Context: an optimization exercise on an open-source flow, tuned for small area. The choices shown serve that exercise and are no tape-out recipe. In this exercise RTL edits were held to simulation tests only and were not proved equivalent to the original. Power and IR drop assume default switching activity.

## build 78
## regfile_multiport
module regfile_multiport #(
  parameter int DATA_WIDTH = 64,
  parameter int DEPTH      = 32,
  parameter int ADDR_WIDTH = $clog2(DEPTH),
  parameter int NUM_READ   = 2,
  parameter int ZERO_REG   = 1
) (
  input  logic                           Clk,
  input  logic                           Rst,
  input  logic                           write_En,
  input  logic [ADDR_WIDTH-1:0]          write_Addr,
  input  logic [DATA_WIDTH/8-1:0]        write_Be,
  input  logic [DATA_WIDTH-1:0]          data_in,
  input  logic [NUM_READ*ADDR_WIDTH-1:0] addr_Rd,
  output logic [NUM_READ*DATA_WIDTH-1:0] data_out,
  output logic                           ready
);
export LEC_CHECK = 0
export CAP_MARGIN = 20
export CORE_MARGIN = 2
export CORE_UTILIZATION = 40
export CTS_CLUSTER_DIAMETER = 60
export CTS_CLUSTER_SIZE = 24
export SETUP_SLACK_MARGIN = 0.2
export SLEW_MARGIN = 20
export SYNTH_HIERARCHICAL = 1
export SYNTH_MINIMUM_KEEP_SIZE = 0
create_clock -name core_clock -period 5.0 [get_ports {Clk}]
standard.sh (not shown) runs the stock make flow with config.mk's settings and CLKGATE_MAP_FILE= SYNTH_SCRIPT=/design/flow/synth_recipe.tcl, a recipe that flattens the netlist after the stock synthesis.
==> flow/flow/run.sh <==
#!/bin/bash
# The standard layout (the standard.sh, synthesis unchanged), except that:
#  - clock tree synthesis adds no dummy loads and uses clkbuf_8 below the root;
#  - the port buffers are sky130_fd_sc_hd__buf_1 instead of the delay buffer that
#    buffer_ports picks by default (every input and output still gets a buffer).
# Each step's log stays under orfs/logs; standard.sh's own output goes to standard_run.log.
set -o pipefail
export CTS_ARGS="-sink_clustering_enable -repair_clock_nets -sink_clustering_size 16 -sink_clustering_max_diameter 65 -dont_use_dummy_load -root_buf sky130_fd_sc_hd__clkbuf_16 -buf_list sky130_fd_sc_hd__clkbuf_8"
export BUFFER_PORTS_ARGS="-buffer_cell sky130_fd_sc_hd__buf_1"
bash standard.sh > standard_run.log 2>&1
Changes in build 71 relative to build 78:
==> flow/flow/run.sh <==
#!/bin/bash
# The standard layout (the standard.sh, synthesis unchanged), except that:
#  - clock tree synthesis adds no dummy loads;
#  - the port buffers are sky130_fd_sc_hd__buf_1 instead of the delay buffer that
#    buffer_ports picks by default (every input and output still gets a buffer).
# Each step's log stays under orfs/logs; standard.sh's own output goes to standard_run.log.
set -o pipefail
export CTS_ARGS="-sink_clustering_enable -repair_clock_nets -sink_clustering_size 24 -sink_clustering_max_diameter 60 -dont_use_dummy_load"
export BUFFER_PORTS_ARGS="-buffer_cell sky130_fd_sc_hd__buf_1"
bash standard.sh > standard_run.log 2>&1
## What came out
Build 71 vs build 78, shortest period the worst path allows went down by 0.0062 ns.
Per the comparison of build 71 with build 78, clock power higher; utilization after layout +0.69 points; total routing resource utilization after global routing stayed essentially flat; fraction of met2 tracks used by global routing roughly the same.
Combinational share of power: build 71 < build 78
Build 71: flow completed, timing, DRC and antenna clean
From build 71 to build 78, area after synthesis did not move at all.
Register-to-register path setup slack on build 71 is up relative to build 78.
~same via count in build 78 and build 71
The fmax was comparable across build 78 and build 71.
The area used by multi-input combinational logic was comparable across build 78 and build 71.
Here is what was changed in the inputs of build 70 compared with build 71.
# build 71
export LEC_CHECK = 0
export CAP_MARGIN = 20
export CORE_MARGIN = 2
export CORE_UTILIZATION = 40
export CTS_CLUSTER_DIAMETER = 60
export CTS_CLUSTER_SIZE = 24
export SETUP_SLACK_MARGIN = 0.2
export SLEW_MARGIN = 20
export SYNTH_HIERARCHICAL = 1
export SYNTH_MINIMUM_KEEP_SIZE = 0
create_clock -name core_clock -period 5.0 [get_ports {Clk}]
# build 70
export LEC_CHECK = 0
export CAP_MARGIN = 20
export CORE_MARGIN = 2
export CORE_UTILIZATION = 50
export CTS_CLUSTER_DIAMETER = 60
export CTS_CLUSTER_SIZE = 24
export SETUP_SLACK_MARGIN = 0.1
export SLEW_MARGIN = 20
export SYNTH_HIERARCHICAL = 1
export SYNTH_MINIMUM_KEEP_SIZE = 0
create_clock -name core_clock -period 5.0 [get_ports {Clk}]
### Flow results
- The final report for build 70 shows a completed flow and a layout that fails verification, specifically antenna rules, setup timing.
- STATUS die area: build 70 wins against build 71
- On met2 routed wirelength: build 70 sits below build 71.
- Going from build 71 to build 70, net count of the finished layout closely matched the old numbers, final-layout fill cell count decreased by 4,925 relative to the old numbers, routed wire length closely matched the old numbers.
- [build 70] number of vias in the routed layout rose 663 relative to build 71
- Delta(number of buffers outside the clock class in the layout, build 70 - build 71) > 0
- On final worst setup slack, the higher figure sits with build 71, not build 70.
- Build 70 ended up with sky130_fd_sc_hd__nor2_4 as its library cell contributing the largest single delay on the critical path; build 71 ended up with sky130_fd_sc_hd__dfxtp_1.
- Looking at effective utilization at floorplan across build 71 and build 70, the one that comes out lower is build 71.
[inputs] build 94 vs build 70
# build 70
export LEC_CHECK = 0
export CAP_MARGIN = 20
export CORE_MARGIN = 2
export CORE_UTILIZATION = 50
export CTS_CLUSTER_DIAMETER = 60
export CTS_CLUSTER_SIZE = 24
export SETUP_SLACK_MARGIN = 0.1
export SLEW_MARGIN = 20
export SYNTH_HIERARCHICAL = 1
export SYNTH_MINIMUM_KEEP_SIZE = 0
create_clock -name core_clock -period 5.0 [get_ports {Clk}]
# build 94
export LEC_CHECK = 0
export CAP_MARGIN = 20
export CORE_MARGIN = 2
export CORE_UTILIZATION = 40
export CTS_CLUSTER_DIAMETER = 60
export CTS_CLUSTER_SIZE = 24
export SETUP_SLACK_MARGIN = 0.2
export SLEW_MARGIN = 20
export SYNTH_HIERARCHICAL = 1
export SYNTH_MINIMUM_KEEP_SIZE = 0
create_clock -name core_clock -period 5.0 [get_ports {Clk}]
==> flow/flow/run.sh <==
#!/bin/bash
# The standard layout (the standard.sh, synthesis unchanged), except that:
#  - clock tree synthesis adds no dummy loads and uses clkbuf_8 below the root;
#  - the port buffers are sky130_fd_sc_hd__buf_1 instead of the delay buffer that
#    buffer_ports picks by default (every input and output still gets a buffer).
# Each step's log stays under orfs/logs; standard.sh's own output goes to standard_run.log.
set -o pipefail
export CTS_ARGS="-sink_clustering_enable -repair_clock_nets -sink_clustering_size 16 -sink_clustering_max_diameter 80 -dont_use_dummy_load -root_buf sky130_fd_sc_hd__clkbuf_16 -buf_list sky130_fd_sc_hd__clkbuf_8"
export BUFFER_PORTS_ARGS="-buffer_cell sky130_fd_sc_hd__buf_1"
bash standard.sh > standard_run.log 2>&1
Findings:
Of build 94 and build 70, only build 94 finishes the flow clean.
The layout from build 70, despite a flow that completed every stage, fails the layout checks, with the failing checks listed as antenna rules, setup timing.
Changes observed in build 94 relative to build 70: placeable core region shows an increase of about 25%, vias after detailed routing shows a reduction of about 1.1%, total power shows a reduction of 7.7%.
Summary of build 94 over build 70: global-route wire length before repair picked up an extra about 0.6%; combinational share of power picked up an extra 0.5 points; clock skew picked up an extra 0.093 ns.
Here is what was changed in the inputs of build 13 compared with build 94.
--- a/flow/flow/run.sh
+++ b/flow/flow/run.sh
@@ -6,5 +6,5 @@
 # Each step's log stays under orfs/logs; standard.sh's own output goes to standard_run.log.
 set -o pipefail
-export CTS_ARGS="-sink_clustering_enable -repair_clock_nets -sink_clustering_size 16 -sink_clustering_max_diameter 80 -dont_use_dummy_load -root_buf sky130_fd_sc_hd__clkbuf_16 -buf_list sky130_fd_sc_hd__clkbuf_8"
+export CTS_ARGS="-sink_clustering_enable -repair_clock_nets -sink_clustering_size 16 -sink_clustering_max_diameter 50 -dont_use_dummy_load -root_buf sky130_fd_sc_hd__clkbuf_16 -buf_list sky130_fd_sc_hd__clkbuf_8"
 export BUFFER_PORTS_ARGS="-buffer_cell sky130_fd_sc_hd__buf_1"
 bash standard.sh > standard_run.log 2>&1
## What came out
Build 13: all stages complete, timing, DRC and antenna checks passed
Build 94 has a higher post-layout worst setup margin than build 13.
Build 13 against build 94: final-layout non-clock buffer area share barely changed, average routed wire per standard cell has remained practically unchanged.

* * *

regfile_multiport again, from the RTL that the note above started with.
clock: 5.0 ns
lec_check: 0
cap_margin: 20
core_margin: 2
core_utilization: 40
cts_cluster_diameter: 60
cts_cluster_size: 24
setup_slack_margin: 0.2
slew_margin: 20
synth_hierarchical: 1
synth_minimum_keep_size: 0
==> flow/flow/run.sh <==
#!/bin/bash
# The standard layout (the standard.sh, synthesis unchanged), except that:
#  - clock tree synthesis adds no dummy loads and uses clkbuf_8 below the root;
#  - the port buffers are sky130_fd_sc_hd__buf_1 instead of the delay buffer that
#    buffer_ports picks by default (every input and output still gets a buffer).
# Each step's log stays under orfs/logs; standard.sh's own output goes to standard_run.log.
set -o pipefail
export CTS_ARGS="-sink_clustering_enable -repair_clock_nets -sink_clustering_size 20 -sink_clustering_max_diameter 45 -dont_use_dummy_load -root_buf sky130_fd_sc_hd__clkbuf_16 -buf_list sky130_fd_sc_hd__clkbuf_8"
export BUFFER_PORTS_ARGS="-buffer_cell sky130_fd_sc_hd__buf_1"
bash standard.sh > standard_run.log 2>&1
The starting point completed with no timing, DRC or antenna violations.
Edit:
==> flow/run.sh (new file) <==
#!/bin/bash
# synth_recipe.tcl (not shown) runs the flow's synth.tcl, then flattens the netlist and writes it again
# the make line also repeats each setting of config.mk as NAME=value (left out here)
make -C /OpenROAD-flow-scripts/flow DESIGN_CONFIG=/design/flow/config.mk WORK_HOME=/design/flow/orfs CLKGATE_MAP_FILE= SYNTH_SCRIPT=/design/flow/synth_recipe.tcl finish
removed: flow/flow/run.sh
removed: flow/standard.sh
Outcome: Sequential cell count is unchanged; setup slack loses 0.17 ns; power came out higher by roughly a tenth; design area grows by a few percent.

## separate check: timing with driven ports
No port has a modelled driver above. Below, the same layouts with a new extraction and two added sets of constraints.
Step 1 sets driving cells, clkbuf_16 on the clock port and buf_2 on the other inputs (assumed; they add their load-dependent delay and slew).
Step 2, shift: input delay + t, output delay - t, t = (earliest + latest rising clock arrival at the registers) / 2. This alone moves slack from input paths to output paths.
Three values: ideal, step 1, step 2; two values: the first two.
| run | t (ns) | setup WS [ns] | slew at the worst register clock pin (ns) | worst slew at a driven data input, ns |
|---|---|---|---|---|
| build 78 | 0.880 | 0.237 / 0.152 / 1.032 | 0.11 / 0.11 | 0.24 |
| build 71 | 0.871 | 0.243 / 0.159 / 1.030 | 0.10 / 0.10 | 0.24 |
| build 70 | 0.873 | -0.045 / -0.134 / 0.739 | 0.09 / 0.09 | 0.12 |
| build 94 | 0.872 | 0.248 / 0.160 / 1.032 | 0.12 / 0.12 | 0.23 |
| build 13 | 0.886 | 0.179 / 0.094 / 0.980 | 0.11 / 0.11 | 0.23 |
| the first run of note 2 | 0.890 | 0.260 / 0.171 / 1.062 | 0.11 / 0.11 | 0.23 |
| the second run of note 2 | 0.910 | 0.085 / 0.004 / 0.914 | 0.10 / 0.10 | 0.07 |
